Background: an optimization exercise with open tools, aiming at small area and few clock cycles. Do not read the settings as production practice.
In this exercise RTL edits were held to simulation tests only and were not proved equivalent to the original.

Setup of the previous run:
==> flow/design.v <==
`default_nettype none
package block_pkg;
	typedef logic [31:0] word_t;
	typedef struct packed
	{
		word_t w3;
		word_t w2;
		word_t w1;
		word_t w0;
	} block_t;
	localparam int BLOCK_W = 4 * 32;
	function automatic int count_width(input int max_count);
		int w;
		w = 1;
		while ((1 << w) <= max_count)
		begin
			w = w + 1;
		end
		count_width = w;
	endfunction
	function automatic int index_width(input int depth);
		index_width = count_width(depth - 1);
	endfunction
endpackage
`default_nettype wire
`default_nettype none
module fifo_buffer
#(
	parameter int DEPTH = 8,
	parameter logic [DEPTH-1:0] LAND = 8'hC0
)
(
	input logic clk,
	input logic rst,
	input logic write,
	input block_pkg::block_t data_in,
	input logic has_credit_next,
	output block_pkg::block_t data_out,
	output logic data_inverted,
	output logic nonempty
);
	localparam int W = block_pkg::BLOCK_W + 1;
	logic [W-1:0] slot [0:DEPTH-1];
	logic [DEPTH-1:0] valid;
	logic [DEPTH-1:0] keep;
	logic [DEPTH-1:0] shift;
	logic [DEPTH-1:0] keep_l;
	logic [DEPTH-1:0] shift_l;
	logic [DEPTH-1:0] land;
	logic [DEPTH-1:0] load;
	logic [DEPTH-1:0] valid_next;
	logic [W-1:0] entry_in;
	logic read_next;
	logic [DEPTH-1:0] vacate_n;
	logic [DEPTH-1:0] keep_n;
	logic [DEPTH-1:0] shift_n;
	logic [DEPTH-1:0] land_n;
	logic [DEPTH:0] free_from_n;
	always_comb
	begin
		keep = ~keep_l;
		shift = ~shift_l;
		entry_in = {1'b0, data_in};
		load = land & {DEPTH{write}};
		valid_next = keep | shift | load;
		read_next = valid_next[0] && has_credit_next;
		vacate_n[0] = read_next;
		for (int i = 0; i < DEPTH - 1; i++)
		begin
			shift_n[i] = valid_next[i + 1] && (!valid_next[i] || vacate_n[i]);
			vacate_n[i + 1] = shift_n[i];
		end
		shift_n[DEPTH - 1] = 1'b0;
		keep_n = valid_next & ~vacate_n;
		free_from_n[DEPTH] = 1'b1;
		for (int i = DEPTH - 1; i >= 0; i--)
			free_from_n[i] = free_from_n[i + 1] && !(keep_n[i] || shift_n[i]);
		land_n = '0;
		for (int i = DEPTH - 1; i >= 0; i--)
			if (LAND[i] && free_from_n[i])
				land_n = DEPTH'(1) << i;
	end
	always_ff @(posedge clk)
	begin
		if (rst)
		begin
			valid <= '0;
			keep_l <= '1;
			shift_l <= '1;
			land <= '0;
			for (int i = DEPTH - 1; i >= 0; i--)
				if (LAND[i])
					land <= DEPTH'(1) << i;
		end
		else
		begin
			valid <= valid_next;
			keep_l <= ~keep_n;
			shift_l <= ~shift_n;
			land <= land_n;
		end
	end
	always_ff @(posedge clk)
	begin
		for (int i = 0; i < DEPTH - 1; i++)
			if (LAND[i])
				slot[i] <= ~((slot[i] & {W{keep[i]}}) | (slot[i + 1] & {W{shift[i]}}) | (entry_in & {W{load[i]}}));
			else
				slot[i] <= ~((slot[i] | {W{keep_l[i]}}) & (slot[i + 1] | {W{shift_l[i]}}));
		slot[DEPTH - 1] <= ~((slot[DEPTH - 1] | {W{keep_l[DEPTH - 1]}}) & (entry_in | {W{!load[DEPTH - 1]}}));
	end
	assign data_out = slot[0][W-2:0];
	assign data_inverted = slot[0][W-1];
	assign nonempty = valid[0];
endmodule
`default_nettype wire
`default_nettype none
module credit_counter
#(
	parameter int INIT = 4
)
(
	input logic clk,
	input logic rst,
	input logic consume,
	input logic give_back,
	output logic has_credit,
	output logic has_credit_next
);
	localparam int CNT_W = block_pkg::count_width(INIT);
	generate
		if (INIT < 1)
		begin : g_init_check
			$error("credit_counter needs at least one credit.");
		end
	endgenerate
	logic [CNT_W-1:0] count;
	logic [CNT_W-1:0] count_next;
	always_comb
	begin
		case ({consume, give_back})
			2'b10: count_next = count - 1'b1;
			2'b01: count_next = count + 1'b1;
			default: count_next = count;
		endcase
	end
	always_ff @(posedge clk)
	begin
		if (rst)
			count <= CNT_W'(INIT);
		else
			count <= count_next;
	end
	assign has_credit = (count != '0);
	assign has_credit_next = (count_next != '0);
endmodule
`default_nettype wire
`default_nettype none
module whitening_stage
(
	input block_pkg::block_t data,
	input logic data_inverted,
	input block_pkg::block_t key,
	output block_pkg::block_t result
);
	assign result = data ^ (key ^ {block_pkg::BLOCK_W{data_inverted}});
endmodule
`default_nettype wire
`default_nettype none
module block_whitener
#(
	parameter int FIFO_DEPTH = 8,
	parameter int OUT_CREDITS = 4
)
(
	input logic clk,
	input logic rst,
	input logic in_valid,
	input block_pkg::block_t in_block,
	output logic in_credit,
	input block_pkg::block_t key,
	output logic out_valid,
	output block_pkg::block_t out_block,
	input logic out_credit
);
	block_pkg::block_t head;
	logic head_inverted;
	logic nonempty;
	logic has_credit;
	logic has_credit_next;
	logic beat;
	fifo_buffer #(
		.DEPTH(FIFO_DEPTH)
	) u_fifo_buffer (
		.clk(clk),
		.rst(rst),
		.write(in_valid),
		.data_in(in_block),
		.has_credit_next(has_credit_next),
		.data_out(head),
		.data_inverted(head_inverted),
		.nonempty(nonempty)
	);
	credit_counter #(
		.INIT(OUT_CREDITS)
	) u_credit_counter (
		.clk(clk),
		.rst(rst),
		.consume(beat),
		.give_back(out_credit),
		.has_credit(has_credit),
		.has_credit_next(has_credit_next)
	);
	whitening_stage u_whitening_stage (
		.data(head),
		.data_inverted(head_inverted),
		.key(key),
		.result(out_block)
	);
	assign beat = nonempty && has_credit;
	assign out_valid = beat;
	assign in_credit = beat;
endmodule
`default_nettype wire
==> flow/config.mk <==
export PLATFORM = sky130hd
export DESIGN_NAME = block_whitener
export DESIGN_NICKNAME = block_whitener
export VERILOG_FILES = /design/flow/design.v
export SDC_FILE = /design/flow/constraint.sdc
export NUM_CORES = 4
export LEC_CHECK = 0
export CAP_MARGIN = 20
export CORE_MARGIN = 2
export CORE_UTILIZATION = 45
export PLACE_DENSITY = 0.6
export SLEW_MARGIN = 20
==> flow/constraint.sdc <==
create_clock -name core_clock -period 5.0 [get_ports {clk}]
set_input_delay 1.0000 -clock core_clock [delete_from_list [all_inputs] [get_ports {clk}]]
set_output_delay 1.0000 -clock core_clock [all_outputs]
set_load 0.01 [all_outputs]
standard.sh (not shown) runs the stock make flow with config.mk's settings and CLKGATE_MAP_FILE= SYNTH_SCRIPT=/design/flow/synth_recipe.tcl, a recipe that flattens the netlist after the stock synthesis.
==> flow/flow/run.sh <==
#!/bin/bash
# The standard layout, with two changes:
# - each port gets a sky130_fd_sc_hd__buf_1 as its buffer (buffer_ports
#   otherwise picks a larger delay buffer);
# - clock tree synthesis builds sink clusters of up to 18 from clkbuf_8 and adds
#   no dummy loads.
# make's output goes to flow_make.log here, and each step's log is copied
# here from orfs/logs/ when the flow ends.
set -uo pipefail
bash standard.sh \
	"BUFFER_PORTS_ARGS=-buffer_cell sky130_fd_sc_hd__buf_1" \
	"CTS_ARGS=-sink_clustering_enable -repair_clock_nets -buf_list sky130_fd_sc_hd__clkbuf_8 -dont_use_dummy_load -sink_clustering_size 18 -sink_clustering_max_diameter 100" \
	finish > flow_make.log 2>&1
status=$?
for f in orfs/logs/*/block_whitener/base/*.log; do
	[ -f "$f" ] && cp "$f" "orfs_$(basename "$f")"
done
exit $status
Testbench counts of the previous run, summed over its fixed seeds: cycles 3,668.
--- input diff the previous run..the current run ---
--- a/flow/design.v
+++ b/flow/design.v
@@ -37,18 +37,14 @@
 	input logic has_credit_next,
 	output block_pkg::block_t data_out,
-	output logic data_inverted,
 	output logic nonempty
 );
-	localparam int W = block_pkg::BLOCK_W + 1;
+	localparam int W = block_pkg::BLOCK_W;
 	logic [W-1:0] slot [0:DEPTH-1];
 	logic [DEPTH-1:0] valid;
 	logic [DEPTH-1:0] keep;
 	logic [DEPTH-1:0] shift;
-	logic [DEPTH-1:0] keep_l;
-	logic [DEPTH-1:0] shift_l;
 	logic [DEPTH-1:0] land;
 	logic [DEPTH-1:0] load;
 	logic [DEPTH-1:0] valid_next;
-	logic [W-1:0] entry_in;
 	logic read_next;
 	logic [DEPTH-1:0] vacate_n;
@@ -59,7 +55,4 @@
 	always_comb
 	begin
-		keep = ~keep_l;
-		shift = ~shift_l;
-		entry_in = {1'b0, data_in};
 		load = land & {DEPTH{write}};
 		valid_next = keep | shift | load;
@@ -86,6 +79,6 @@
 		begin
 			valid <= '0;
-			keep_l <= '1;
-			shift_l <= '1;
+			keep <= '0;
+			shift <= '0;
 			land <= '0;
 			for (int i = DEPTH - 1; i >= 0; i--)
@@ -96,6 +89,6 @@
 		begin
 			valid <= valid_next;
-			keep_l <= ~keep_n;
-			shift_l <= ~shift_n;
+			keep <= keep_n;
+			shift <= shift_n;
 			land <= land_n;
 		end
@@ -105,11 +98,10 @@
 		for (int i = 0; i < DEPTH - 1; i++)
 			if (LAND[i])
-				slot[i] <= ~((slot[i] & {W{keep[i]}}) | (slot[i + 1] & {W{shift[i]}}) | (entry_in & {W{load[i]}}));
+				slot[i] <= (slot[i] & {W{keep[i]}}) | (slot[i + 1] & {W{shift[i]}}) | (data_in & {W{load[i]}});
 			else
-				slot[i] <= ~((slot[i] | {W{keep_l[i]}}) & (slot[i + 1] | {W{shift_l[i]}}));
-		slot[DEPTH - 1] <= ~((slot[DEPTH - 1] | {W{keep_l[DEPTH - 1]}}) & (entry_in | {W{!load[DEPTH - 1]}}));
-	end
-	assign data_out = slot[0][W-2:0];
-	assign data_inverted = slot[0][W-1];
+				slot[i] <= (slot[i] & {W{keep[i]}}) | (slot[i + 1] & {W{shift[i]}});
+		slot[DEPTH - 1] <= (slot[DEPTH - 1] & {W{keep[DEPTH - 1]}}) | (data_in & {W{load[DEPTH - 1]}});
+	end
+	assign data_out = slot[0];
 	assign nonempty = valid[0];
 endmodule
@@ -160,9 +152,8 @@
 (
 	input block_pkg::block_t data,
-	input logic data_inverted,
 	input block_pkg::block_t key,
 	output block_pkg::block_t result
 );
-	assign result = data ^ (key ^ {block_pkg::BLOCK_W{data_inverted}});
+	assign result = data ^ key;
 endmodule
 `default_nettype wire
@@ -185,5 +176,4 @@
 );
 	block_pkg::block_t head;
-	logic head_inverted;
 	logic nonempty;
 	logic has_credit;
@@ -199,5 +189,4 @@
 		.has_credit_next(has_credit_next),
 		.data_out(head),
-		.data_inverted(head_inverted),
 		.nonempty(nonempty)
 	);
@@ -214,5 +203,4 @@
 	whitening_stage u_whitening_stage (
 		.data(head),
-		.data_inverted(head_inverted),
 		.key(key),
 		.result(out_block)
--- outcome ---
The current run: net count after synthesis about 1.3% below the previous run. In the tables for the previous run and the current run, critical-path maximum fanout reads higher with the previous run. Synthesized-area fraction occupied by adder cells essentially unchanged between the current run and the previous run. The current run completed; timing, DRC and antenna clean. Taking the previous run as the reference point, the number of inverters outside the clock class in the layout of the current run rises by 126. Final critical delay including setup and external delays delta (the current run − the previous run): favourable.
Testbench counts of the current run, summed over its fixed seeds: cycles 3,668.

static timing again, ports no longer ideal:
The flow's constraints put no driver on any port. The routed layouts listed below were extracted and timed again, unchanged, in two steps. Step 1 (the two cells are an assumption about what drives the block):
set clk [get_ports {clk}]
set_driving_cell -lib_cell sky130_fd_sc_hd__clkbuf_16 $clk
set_driving_cell -lib_cell sky130_fd_sc_hd__buf_2 [delete_from_list [all_inputs] $clk]
Step 2 moves the port delays by t, midway between the first and last clock arrival at a register: inputs arrive t later, outputs are due t later. That takes back most of the time a late clock gives input paths. a / b / c = ideal / step 1 / step 2; a / b = the first two.
| run | t, ns | setup WS [ns] | slew at the worst register clock pin (ns) |
|---|---|---|---|
| the previous run | 0.711 | 1.596 / 1.539 / 1.781 | 0.12 / 0.12 |
| the current run | 0.713 | 1.785 / 1.785 / 1.499 | 0.11 / 0.11 |
After both steps every run listed still meets setup and hold. For the current run, which loses most, drivers alone change the setup slack by 0.000 ns; drivers and shift together by -0.286 ns.
